Context: an optimization exercise on an open-source flow, tuned for small area. The choices shown serve that exercise and are no tape-out recipe. Function was checked by simulation only, so behaviour that the tests miss may differ from the original. Power figures rest on the tool's default switching activity, not on a simulated workload. The flow treats the clock pin as an ideal source, which a real chip does not have.

## oak
==> flow/design.v <==
`timescale 1ns/1ps
package flash_ctrl_pkg;
    typedef enum logic [1:0]
    {
        OP_ERASE = 2'd0,
        OP_WRITE = 2'd1,
        OP_READ  = 2'd2
    } user_op_t;
    typedef enum logic [1:0]
    {
        SPI_INS   = 2'd0,      
        SPI_READ  = 2'd1,
        SPI_WRITE = 2'd2
    } spi_op_t;
    typedef enum logic [3:0]
    {
        ST_IDLE,
        ST_LATCH,
        ST_WREN,
        ST_PP_CMD,
        ST_PP_DATA,
        ST_SE_CMD,
        ST_RD_CMD,
        ST_RD_DATA,
        ST_SR_CMD,
        ST_SR_CHECK,
        ST_BUSY_WAIT
    } seq_state_t;
    localparam int ADDR_W = 24;           
    localparam int DATA_W = 8;
    localparam int NUM_W  = 9;            
    localparam int OP_W   = 32;           
    localparam int LEN_W  = 16;
    localparam logic [DATA_W-1:0] CMD_WREN = 8'h06;
    localparam logic [DATA_W-1:0] CMD_PP   = 8'h02;
    localparam logic [DATA_W-1:0] CMD_SE   = 8'h20;
    localparam logic [DATA_W-1:0] CMD_READ = 8'h03;
    localparam logic [DATA_W-1:0] CMD_RDSR = 8'h05;
    localparam int CMD_BITS     = 8;
    localparam int CMDADDR_BITS = 32;
    localparam int STATUS_CLKS  = 16;     
    localparam int SR_WIP_BIT = 0;        
    localparam int BUSY_WAIT_CYCLES = 256;
    localparam int FIFO_DEPTH       = 256;
endpackage
`timescale 1ns/1ps
`timescale 1ns/1ps
`timescale 1ns/1ps
`timescale 1ns/1ps
import flash_ctrl_pkg::*;
module flash_ctrl
(
    input  logic              i_clk,
    input  logic              i_rst,
    input  logic [1:0]        i_op_type,
    input  logic [ADDR_W-1:0] i_op_addr,
    input  logic [NUM_W-1:0]  i_op_num,
    input  logic              i_op_valid,
    output logic              o_op_ready,
    input  logic [DATA_W-1:0] i_wr_data,
    input  logic              i_wr_sop,
    input  logic              i_wr_eop,
    input  logic              i_wr_valid,
    output logic [DATA_W-1:0] o_rd_data,
    output logic              o_rd_sop,
    output logic              o_rd_eop,
    output logic              o_rd_valid,
    output logic [OP_W-1:0]   o_spi_op_data,
    output logic [1:0]        o_spi_op_type,
    output logic [LEN_W-1:0]  o_spi_op_len,
    output logic [LEN_W-1:0]  o_spi_clk_len,
    output logic              o_spi_op_valid,
    input  logic              i_spi_op_ready,
    output logic [DATA_W-1:0] o_spi_write_data,
    input  logic              i_spi_write_req,
    input  logic [DATA_W-1:0] i_spi_read_data,
    input  logic              i_spi_read_valid
);
    localparam logic [2:0] S_IDLE   = 3'd0;
    localparam logic [2:0] S_WREN   = 3'd1;    
    localparam logic [2:0] S_WREN_W = 3'd2;    
    localparam logic [2:0] S_CMD    = 3'd3;    
    localparam logic [2:0] S_DATA   = 3'd4;    
    localparam logic [2:0] S_POLL   = 3'd5;    
    localparam logic [2:0] S_POLL_W = 3'd6;    
    localparam logic [2:0] S_BUSY   = 3'd7;    
    logic [2:0]        r_state;
    logic [1:0]        r_type;
    logic [ADDR_W-1:0] r_addr;
    logic [NUM_W-1:0]  r_num;         
    logic              r_sr_busy;
    logic              r_rd_pend;     
    logic              r_rd_valid;
    logic              r_rd_sop;
    logic              r_rd_eop;
    logic [8*FIFO_DEPTH-1:0] r_ring;
    logic [7:0]        r_head;        
    logic [7:0]        w_tap;
    logic              w_accept;
    logic              w_is_read;
    logic              w_is_write;
    logic              w_is_erase;
    logic              w_aligned;
    logic              w_ins32;
    logic              w_wr_align;
    logic              w_push;
    logic              w_rot;
    logic              w_pop;
    logic              w_rd_pop;
    logic              w_shift;
    logic              w_sr_busy;
    logic              w_cmd;
    logic              w_poll;
    logic [8:0]        w_data_clks;
    assign w_is_read  = (r_type == OP_READ);
    assign w_is_write = (r_type == OP_WRITE);
    assign w_is_erase = (r_type == OP_ERASE);
    assign o_op_ready = (r_state == S_IDLE);
    assign w_accept   = i_op_valid && o_op_ready;
    assign w_aligned  = (r_head[5:0] == 6'd63);
    assign w_ins32    = !i_wr_valid && w_is_read && !r_num[5];
    assign w_wr_align = w_is_write && ((r_state == S_WREN) || (r_state == S_WREN_W) || (r_state == S_CMD));
    assign w_push     = i_wr_valid || ((r_state == S_DATA) && w_is_read && i_spi_read_valid);
    assign w_rot      = (w_wr_align || r_rd_pend) && !w_aligned;
    assign w_rd_pop   = r_rd_pend && w_aligned;
    assign w_pop      = w_rd_pop || ((r_state == S_DATA) && i_spi_write_req);
    assign w_shift    = w_push || w_rot || w_pop;
    always_ff @(posedge i_clk)
    begin
        if (w_shift)
        begin
            r_ring <= {r_ring[8*FIFO_DEPTH-9:0], r_ring[8*FIFO_DEPTH-1 -: 8]};
            if (w_push && !w_ins32)
                r_ring[7:0] <= i_wr_valid ? i_wr_data : i_spi_read_data;
            if (w_push && w_ins32)
                r_ring[8*32 +: 8] <= i_spi_read_data;
        end
    end
    always_ff @(posedge i_clk)
    begin
        if (w_accept)
            r_head <= {i_op_num[7:6], i_op_num[5] || (i_op_type == OP_READ), i_op_num[4:0]};
        else if (w_rot)
            r_head <= r_head + 1'b1;
    end
    always_comb
    begin
        w_tap = '0;
        for (int k = 0; k < 4; k++)
            if (r_head[7:6] == 2'(k))
                w_tap = r_ring[8*(64*k+63) +: 8];
    end
    assign o_spi_write_data = w_tap;
    assign o_rd_data        = w_tap;
    always_ff @(posedge i_clk or posedge i_rst)
    begin
        if (i_rst)
        begin
            r_rd_pend  <= 1'b0;
            r_rd_valid <= 1'b0;
            r_rd_sop   <= 1'b0;
            r_rd_eop   <= 1'b0;
        end
        else
        begin
            if ((r_state == S_DATA) && w_is_read && i_spi_op_ready)
                r_rd_pend <= 1'b1;
            else if (w_rd_pop && (r_num == NUM_W'(1)))
                r_rd_pend <= 1'b0;
            r_rd_valid <= w_rd_pop;
            r_rd_sop   <= w_rd_pop && !r_rd_valid;
            r_rd_eop   <= w_rd_pop && (r_num == NUM_W'(1));
        end
    end
    assign o_rd_valid = r_rd_valid;
    assign o_rd_sop   = r_rd_sop;
    assign o_rd_eop   = r_rd_eop;
    always_ff @(posedge i_clk)
    begin
        if (w_accept)
        begin
            r_type <= i_op_type;
            r_addr <= i_op_addr;
        end
        else if (w_poll)
            r_addr[7:0] <= 8'h00;
        else if (r_state == S_BUSY)
            r_addr[7:0] <= r_addr[7:0] + 1'b1;
    end
    always_ff @(posedge i_clk)
    begin
        if (w_accept)
            r_num <= i_op_num;
        else if (w_rd_pop)
            r_num <= r_num - 1'b1;
    end
    assign w_sr_busy = r_sr_busy || (i_spi_read_valid && i_spi_read_data[SR_WIP_BIT]);
    always_ff @(posedge i_clk or posedge i_rst)
    begin
        if (i_rst)
        begin
            r_state   <= S_IDLE;
            r_sr_busy <= 1'b0;
        end
        else
        begin
            case (r_state)
                S_IDLE:
                    if (w_accept)
                        r_state <= (i_op_type == OP_READ) ? S_CMD : S_WREN;
                S_WREN:
                    if (i_spi_op_ready)
                        r_state <= S_WREN_W;
                S_WREN_W:
                    if (i_spi_op_ready)
                        r_state <= S_CMD;
                S_CMD:
                    if (o_spi_op_valid && i_spi_op_ready)
                        r_state <= S_DATA;
                S_DATA:
                    if (i_spi_op_ready)
                        r_state <= S_POLL;
                S_POLL:
                    if (i_spi_op_ready)
                        r_state <= S_POLL_W;
                S_POLL_W:
                    if (i_spi_op_ready)
                        r_state <= w_sr_busy ? S_BUSY : S_IDLE;
                default:
                    if (r_addr[7:0] == 8'hff)
                        r_state <= S_POLL;
            endcase
            if (r_state == S_POLL)
                r_sr_busy <= 1'b0;
            else if ((r_state == S_POLL_W) && i_spi_read_valid)
                r_sr_busy <= i_spi_read_data[SR_WIP_BIT];
        end
    end
    assign w_cmd  = (r_state == S_CMD);
    assign w_poll = (r_state == S_POLL);
    assign o_spi_op_valid = (r_state == S_WREN) || w_poll || (w_cmd && (!w_is_write || w_aligned));
    assign w_data_clks = r_num + 9'd4;
    always_comb
    begin
        o_spi_op_data = {CMD_WREN, ADDR_W'(0)};
        o_spi_op_type = SPI_INS;
        o_spi_op_len  = LEN_W'(CMD_BITS);
        o_spi_clk_len = LEN_W'(CMD_BITS);
        if (w_poll)
        begin
            o_spi_op_data = {CMD_RDSR, ADDR_W'(0)};
            o_spi_op_type = SPI_READ;
            o_spi_clk_len = LEN_W'(STATUS_CLKS);
        end
        else if (w_cmd)
        begin
            o_spi_op_len = LEN_W'(CMDADDR_BITS);
            if (w_is_erase)
            begin
                o_spi_op_data = {CMD_SE, r_addr};
                o_spi_clk_len = LEN_W'(CMDADDR_BITS);
            end
            else if (w_is_write)
            begin
                o_spi_op_data = {CMD_PP, r_addr};
                o_spi_op_type = SPI_WRITE;
                o_spi_clk_len = LEN_W'({w_data_clks, 3'b000});
            end
            else
            begin
                o_spi_op_data = {CMD_READ, r_addr};
                o_spi_op_type = SPI_READ;
                o_spi_clk_len = LEN_W'({w_data_clks, 3'b000});
            end
        end
    end
endmodule
export LEC_CHECK = 0
export CAP_MARGIN = 0
export CORE_MARGIN = 2
export CORE_UTILIZATION = 70
export CTS_BUF_LIST = sky130_fd_sc_hd__clkbuf_16
export CTS_CLUSTER_DIAMETER = 85
export CTS_CLUSTER_SIZE = 37
export SLEW_MARGIN = 0
create_clock -name core_clock -period 10.0 [get_ports {i_clk}]
standard.sh (not shown) runs the stock make flow with config.mk's settings and CLKGATE_MAP_FILE= SYNTH_SCRIPT=/design/flow/synth_recipe.tcl, a recipe that flattens the netlist after the stock synthesis.
==> flow/flow/run.sh <==
#!/bin/bash
# Standard layout with two changes to what the flow inserts (the design and constraints are
# untouched): port buffers use the smallest buffer, and clock tree synthesis adds no dummy
# loads.
set -e
export BUFFER_PORTS_ARGS="-buffer_cell sky130_fd_sc_hd__buf_1"
export CTS_ARGS="-sink_clustering_enable -repair_clock_nets -sink_clustering_size 37 -sink_clustering_max_diameter 85 -buf_list sky130_fd_sc_hd__clkbuf_16 -dont_use_dummy_load "
bash standard.sh > standard.log 2>&1
Per the final summary, oak finished and its layout is clean on timing, DRC and antenna.
Input changes introduced in pine (baseline for comparison: oak):
- swapping 37 for 36 in CTS_CLUSTER_SIZE
-- flow/flow/run.sh --
<<< oak, line 7
export CTS_ARGS="-sink_clustering_enable -repair_clock_nets -sink_clustering_size 37 -sink_clustering_max_diameter 85 -buf_list sky130_fd_sc_hd__clkbuf_16 -dont_use_dummy_load "
>>> pine, line 7
export CTS_ARGS="-sink_clustering_enable -repair_clock_nets -sink_clustering_size 36 -sink_clustering_max_diameter 85 -buf_list sky130_fd_sc_hd__clkbuf_16 -dont_use_dummy_load "
- There was hardly any difference in areal power density over the cells between pine and oak.
- pine improves on oak in first-iteration DRC count.
- Total wirelength of the detailed-routed design across pine and oak: no real change.
- Re synthesized cell count: no difference whatsoever between pine and oak.
- Compared with oak, in pine wire length on met2 +about 0.8%; data arrival time of the worst path -0.02 ns; final period demand of the worst path -0.019 ns.
- On number of clock buffer instances in the layout, the lower figure sits with oak, not pine.
For birch, these inputs were changed with respect to pine:
- CAP_MARGIN now 20, was 0
- CTS_CLUSTER_DIAMETER now 60, was 85
- SLEW_MARGIN now 20, was 0
- CTS_CLUSTER_SIZE now 34, was 36
-- flow/flow/run.sh --
<<< pine, line 7
export CTS_ARGS="-sink_clustering_enable -repair_clock_nets -sink_clustering_size 36 -sink_clustering_max_diameter 85 -buf_list sky130_fd_sc_hd__clkbuf_16 -dont_use_dummy_load "
>>> birch, line 7
export CTS_ARGS="-sink_clustering_enable -repair_clock_nets -sink_clustering_size 34 -sink_clustering_max_diameter 60 -buf_list sky130_fd_sc_hd__clkbuf_16 -dont_use_dummy_load "
Findings:
Utilization after layout on birch is up relative to pine. Wire: birch routes more than pine. Clock-buffer cell count (birch over pine): increase, 62%. Across pine and birch, the outcome is the same: a clean finish for every run. Summary — count of cells along the worst register-to-register path, birch relative to pine: higher, by 1. Combinational power, pine and birch, lower one = pine.
> inputs changed (birch -> maple)
- CTS_CLUSTER_DIAMETER now 85, was 60
- CTS_CLUSTER_SIZE now 36, was 34
-- flow/flow/run.sh --
<<< birch, line 7
export CTS_ARGS="-sink_clustering_enable -repair_clock_nets -sink_clustering_size 34 -sink_clustering_max_diameter 60 -buf_list sky130_fd_sc_hd__clkbuf_16 -dont_use_dummy_load "
>>> maple, line 7
export CTS_ARGS="-sink_clustering_enable -repair_clock_nets -sink_clustering_size 36 -sink_clustering_max_diameter 85 -buf_list sky130_fd_sc_hd__clkbuf_16 -dont_use_dummy_load "
Findings:
- Compared with birch, maple shows a higher setup slack.
- Part of the total power dissipated in the clock network was lower in maple than in birch.
- Re final period utilization: maple and birch aren't equal, and the lower value belongs to maple.
- Compared maple vs birch, and final cell count without fillers is down in maple.
- Per the comparison of maple with birch, global-route usage moved down; area after synthesis held; quantity of gates resized following cts was more or less identical.
- Switching part of the total delta (maple -> birch): insignificant
- Row via total after detailed routing: maple lower / birch higher
- maple completed; timing, DRC and antenna clean
- Worst hold slack on maple is up relative to birch.
Here is what was changed in the inputs of cedar compared with maple.
- CTS_CLUSTER_SIZE now 10, was 36
- CTS_CLUSTER_DIAMETER now 30, was 85
-- flow/flow/run.sh --
<<< maple, line 7
export CTS_ARGS="-sink_clustering_enable -repair_clock_nets -sink_clustering_size 36 -sink_clustering_max_diameter 85 -buf_list sky130_fd_sc_hd__clkbuf_16 -dont_use_dummy_load "
>>> cedar, line 7
export CTS_ARGS="-sink_clustering_enable -repair_clock_nets -sink_clustering_size 10 -sink_clustering_max_diameter 30 -buf_list \"sky130_fd_sc_hd__clkbuf_4 sky130_fd_sc_hd__clkbuf_8 sky130_fd_sc_hd__clkbuf_16\" -dont_use_dummy_load -sink_clustering_buffer sky130_fd_sc_hd__clkbuf_4"
==> notes.md <==
The critical path's largest stage delay of maple and that of cedar are within noise of each other.
Final core utilization in cedar is 1.6 points above maple.
Taking maple as the reference, in cedar share of final-layout standard cells stronger than drive strength 1 higher; leakage dissipation higher; total power after layout higher.
Delta (cedar minus maple): ratio of routed vias to standard cells roughly the same, worst-case setup margin in the final layout went down 0.14 ns.

==> what the ideal ports hide <==
How much do the figures lean on ideal ports? The routed layouts below were timed once more, with nothing changed but the port constraints.
Step 1 assumes that a clkbuf_16 drives the clock port and a buf_2 every other input.
Step 2 also shifts input and output timing later by t, the mid clock arrival at the registers, as if the neighbouring blocks saw the same clock.
Slacks: ideal ports / drivers / drivers and shift; pairs: ideal ports / drivers.
run | shift t [ns] | slack for setup (ns) | hold slack, ns | worst setup path after step 2
oak | 0.710 | 4.728 / 4.656 / 5.045 | 0.398 / 0.398 / 0.398 | input to register
pine | 0.712 | 4.747 / 4.675 / 5.091 | 0.401 / 0.401 / 0.401 | input to register
birch | 0.742 | 4.717 / 4.644 / 5.012 | 0.376 / 0.376 / 0.376 | input to register
maple | 0.714 | 4.754 / 4.682 / 5.057 | 0.400 / 0.400 / 0.400 | input to register
cedar | 0.860 | 4.610 / 4.537 / 5.001 | 0.361 / 0.361 / 0.361 | input to register
After both steps setup and hold are still met in every run listed.
